What follows belongs to an exercise in optimizing a design on an open flow for small area, a short achievable clock period and few clock cycles; a production flow would make more cautious choices. No activity file was given, so power comes from the tool's default toggle rates.

Setup of job 4882:
// xyolo_lanes
module xyolo_lanes
#(
  parameter int DATA_W   = xyolo_lanes_pkg::c_DATA_W,
  parameter int N_LANES  = xyolo_lanes_pkg::c_N_LANES,
  parameter int SHIFT_W  = xyolo_lanes_pkg::c_SHIFT_W,
  parameter int CNT_W    = xyolo_lanes_pkg::c_CNT_W,
  parameter int LEAKY_SH = xyolo_lanes_pkg::c_LEAKY_SH
) (
  input  logic                      clk,
  input  logic                      rst,
  input  logic                      start,
  input  logic [CNT_W-1:0]          cfg_n_acc,
  input  logic [CNT_W-1:0]          cfg_n_out,
  input  logic [2:0]                cfg_mp_win,
  input  logic                      cfg_bias,
  input  logic                      cfg_leaky,
  input  logic                      cfg_maxpool,
  input  logic                      cfg_bypass,
  input  logic [SHIFT_W-1:0]        cfg_shift,
  input  logic                      in_valid,
  output logic                      in_ready,
  input  logic [N_LANES*DATA_W-1:0] in_pixel,
  input  logic [N_LANES*DATA_W-1:0] in_weight,
  input  logic [N_LANES*DATA_W-1:0] in_bias,
  output logic                      out_valid,
  input  logic                      out_ready,
  output logic [N_LANES*DATA_W-1:0] out_data,
  output logic                      busy,
  output logic                      done
);
  logic [CNT_W-1:0]   r_n_acc;           
  logic [2:0]         r_n_win;           
  logic               r_acc_le1, r_win_le1;
  logic               r_bypass, r_bias_en, r_leaky;
  logic [SHIFT_W-1:0] r_shift;
  logic [CNT_W-1:0]   r_bc;              
  logic [2:0]         r_wc;              
  logic [CNT_W-1:0]   r_oc;              
  logic               r_wl, r_wcl, r_ocl;    
  logic               r_wf, r_gf;        
  logic               r_run;             
  logic               r_busy, r_done, r_in_ready, r_out_valid, r_out_last, r_pend;
  logic               w_st, w_acc, w_xfer;
  logic [2:0]         w_cfg_win;
  assign w_st   = start && !r_busy;
  assign w_acc  = in_valid && r_in_ready;
  assign w_xfer = r_out_valid && out_ready;
  logic [SHIFT_W-1:0] w_cfg_shift;
  assign w_cfg_shift = cfg_bypass ? '0 : cfg_shift;
  assign w_cfg_win = !cfg_maxpool ? 3'd1 : (cfg_mp_win[2] ? 3'd4 : cfg_mp_win);
  ...
Size: about 7600 cells after synthesis, about 990 flip-flops, about 300 I/O pins, roughly 67000 µm² of cells after synthesis.
==> flow/config.mk <==
export PLATFORM = sky130hd
export DESIGN_NAME = xyolo_lanes
export DESIGN_NICKNAME = xyolo_lanes
export VERILOG_FILES = /design/flow/design.v
export SDC_FILE = /design/flow/constraint.sdc
export NUM_CORES = 4
export LEC_CHECK = 0
export ABC_AREA = 1
export CAP_MARGIN = 20
export CORE_MARGIN = 2
export CORE_UTILIZATION = 40
export SLEW_MARGIN = 20
export SYNTH_HIERARCHICAL = 1
==> flow/constraint.sdc <==
create_clock -name core_clock -period 10.0 [get_ports {clk}]
set_input_delay 2.0000 -clock core_clock [delete_from_list [all_inputs] [get_ports {clk}]]
set_output_delay 2.0000 -clock core_clock [all_outputs]
set_load 0.01 [all_outputs]
standard.sh (not shown) runs the stock make flow with config.mk's settings and CLKGATE_MAP_FILE= SYNTH_SCRIPT=/design/flow/synth_recipe.tcl, a recipe that flattens the netlist after the stock synthesis.
==> flow/flow/run.sh <==
#!/bin/bash
# Standard synthesis unchanged, then the standard layout steps with the
# timing repair asked to leave extra setup margin (so that it sizes the
# critical paths for a period well below the 10 ns constraint) and with
# plain buffers, rather than delay cells, on the ports.
set -euo pipefail
MARGIN=$(cat flow/margin.txt)
bash standard.sh synth > synth.log 2>&1
bash standard.sh SETUP_SLACK_MARGIN=$MARGIN \
  BUFFER_PORTS_ARGS="-buffer_cell sky130_fd_sc_hd__buf_2" finish > layout.log 2>&1
==> flow/flow/margin.txt <==
6.5
Job 4882 has completed all stages; timing, DRC and antenna checks passed.
Input changes introduced in job 817 (baseline for comparison: job 4882):
Settings: swapping 1 for 0 in ABC_AREA.
### Flow results
- Between job 4882 and job 817, switching power share of the total decreased.
- Critical path depth, job 4882 and job 817, higher one = job 817.
- When job 817 is set beside job 4882, its layout cell share with drive strength beyond 1 turns out to be 6.2 points larger.
- Compared with job 4882, job 817 shows a higher final clock period utilization by the worst path.
- On total leakage power, job 4882 loses to job 817.
- Across both runs, number of iterations in the first detailed-routing pass was higher for job 817 than for job 4882.
- STATUS global-route wire length before repair: job 817 loses against job 4882
- Synthesized area on job 817 is behind job 4882.
No run of this note included a check of the RTL's function; only the layout flow was run.


Setup of run A:
xyolo_lanes, a different RTL version from the one above (not shown whole).
Size in the first run: roughly 9100 cells after synthesis, ~930 flip-flops, ~300 I/O pins, ~71000 sq um of cells after synthesis.
==> flow/config.mk <==
export PLATFORM = sky130hd
export DESIGN_NAME = xyolo_lanes
export DESIGN_NICKNAME = xyolo_lanes
export VERILOG_FILES = /design/flow/design.v
export SDC_FILE = /design/flow/constraint.sdc
export NUM_CORES = 4
export LEC_CHECK = 0
export ABC_AREA = 1
export CAP_MARGIN = 20
export CORE_MARGIN = 2
export CORE_UTILIZATION = 40
export SLEW_MARGIN = 20
export SYNTH_HIERARCHICAL = 1
==> flow/constraint.sdc <==
create_clock -name core_clock -period 10.0 [get_ports {clk}]
set_input_delay 2.0000 -clock core_clock [delete_from_list [all_inputs] [get_ports {clk}]]
set_output_delay 2.0000 -clock core_clock [all_outputs]
set_load 0.01 [all_outputs]
==> flow/flow/run.sh <==
#!/bin/bash
# Standard synthesis unchanged, then the standard layout steps with the
# timing repair asked to leave extra setup margin, so that it sizes the
# critical paths for a period well below the 10 ns constraint.
set -euo pipefail
MARGIN=$(cat flow/margin.txt)
bash standard.sh synth > synth.log 2>&1
bash standard.sh SETUP_SLACK_MARGIN=$MARGIN finish > layout.log 2>&1
==> flow/flow/margin.txt <==
7.0
Here is what was changed in the inputs of run B compared with run A.
==> flow/flow/margin.txt <==
6.5
Results
Run B finished every stage and its layout cleared the timing, design-rule and antenna checks. Run B vs. run A: post-detailed-placement half-perimeter wirelength -about 0.7%, clock-buffer cell count dropped 13, wire length of the first global-routing pass has decreased. For internal power of the cells, run A and run B come out practically identical. Compared with run A, run B shows a lower post-layout instance count excluding filler cells. Diff run A -> run B: sum of internal, switching and leakage power shows an increase of 0.65%; worst setup slack moved down. Run B vs run A — wire length dropped by a few percent.
No functional check of the RTL was part of any run of this note.

afterwards: timing with drivers on the ports:
The flow's constraints put no driver on any port. The routed layouts listed below were extracted and timed again, unchanged, in two steps. Step 1: set_driving_cell puts a clkbuf_16 on clk and a buf_2 on each other input, an assumption about the parent block. Step 2 also shifts input and output timing later by t, the mid clock arrival at the registers, as if the neighbouring blocks saw the same clock. a / b / c = no drivers / after step 1 / after step 2; a / b = the first two.
run	t (ns)	setup slack, ns	latest minus earliest clock arrival (ns)
job 4882	0.828	6.524 / 6.450 / 6.100	0.044 / 0.044
job 817	0.843	5.914 / 5.914 / 5.843	0.054 / 0.055
run A	0.802	5.946 / 5.946 / 5.946	0.031 / 0.032
run B	0.832	5.877 / 5.877 / 5.877	0.047 / 0.047
After both steps setup and hold are still met in every run listed. The setup slack of job 4882, which loses most, moves by -0.074 ns with the drivers and by -0.424 ns with both steps.
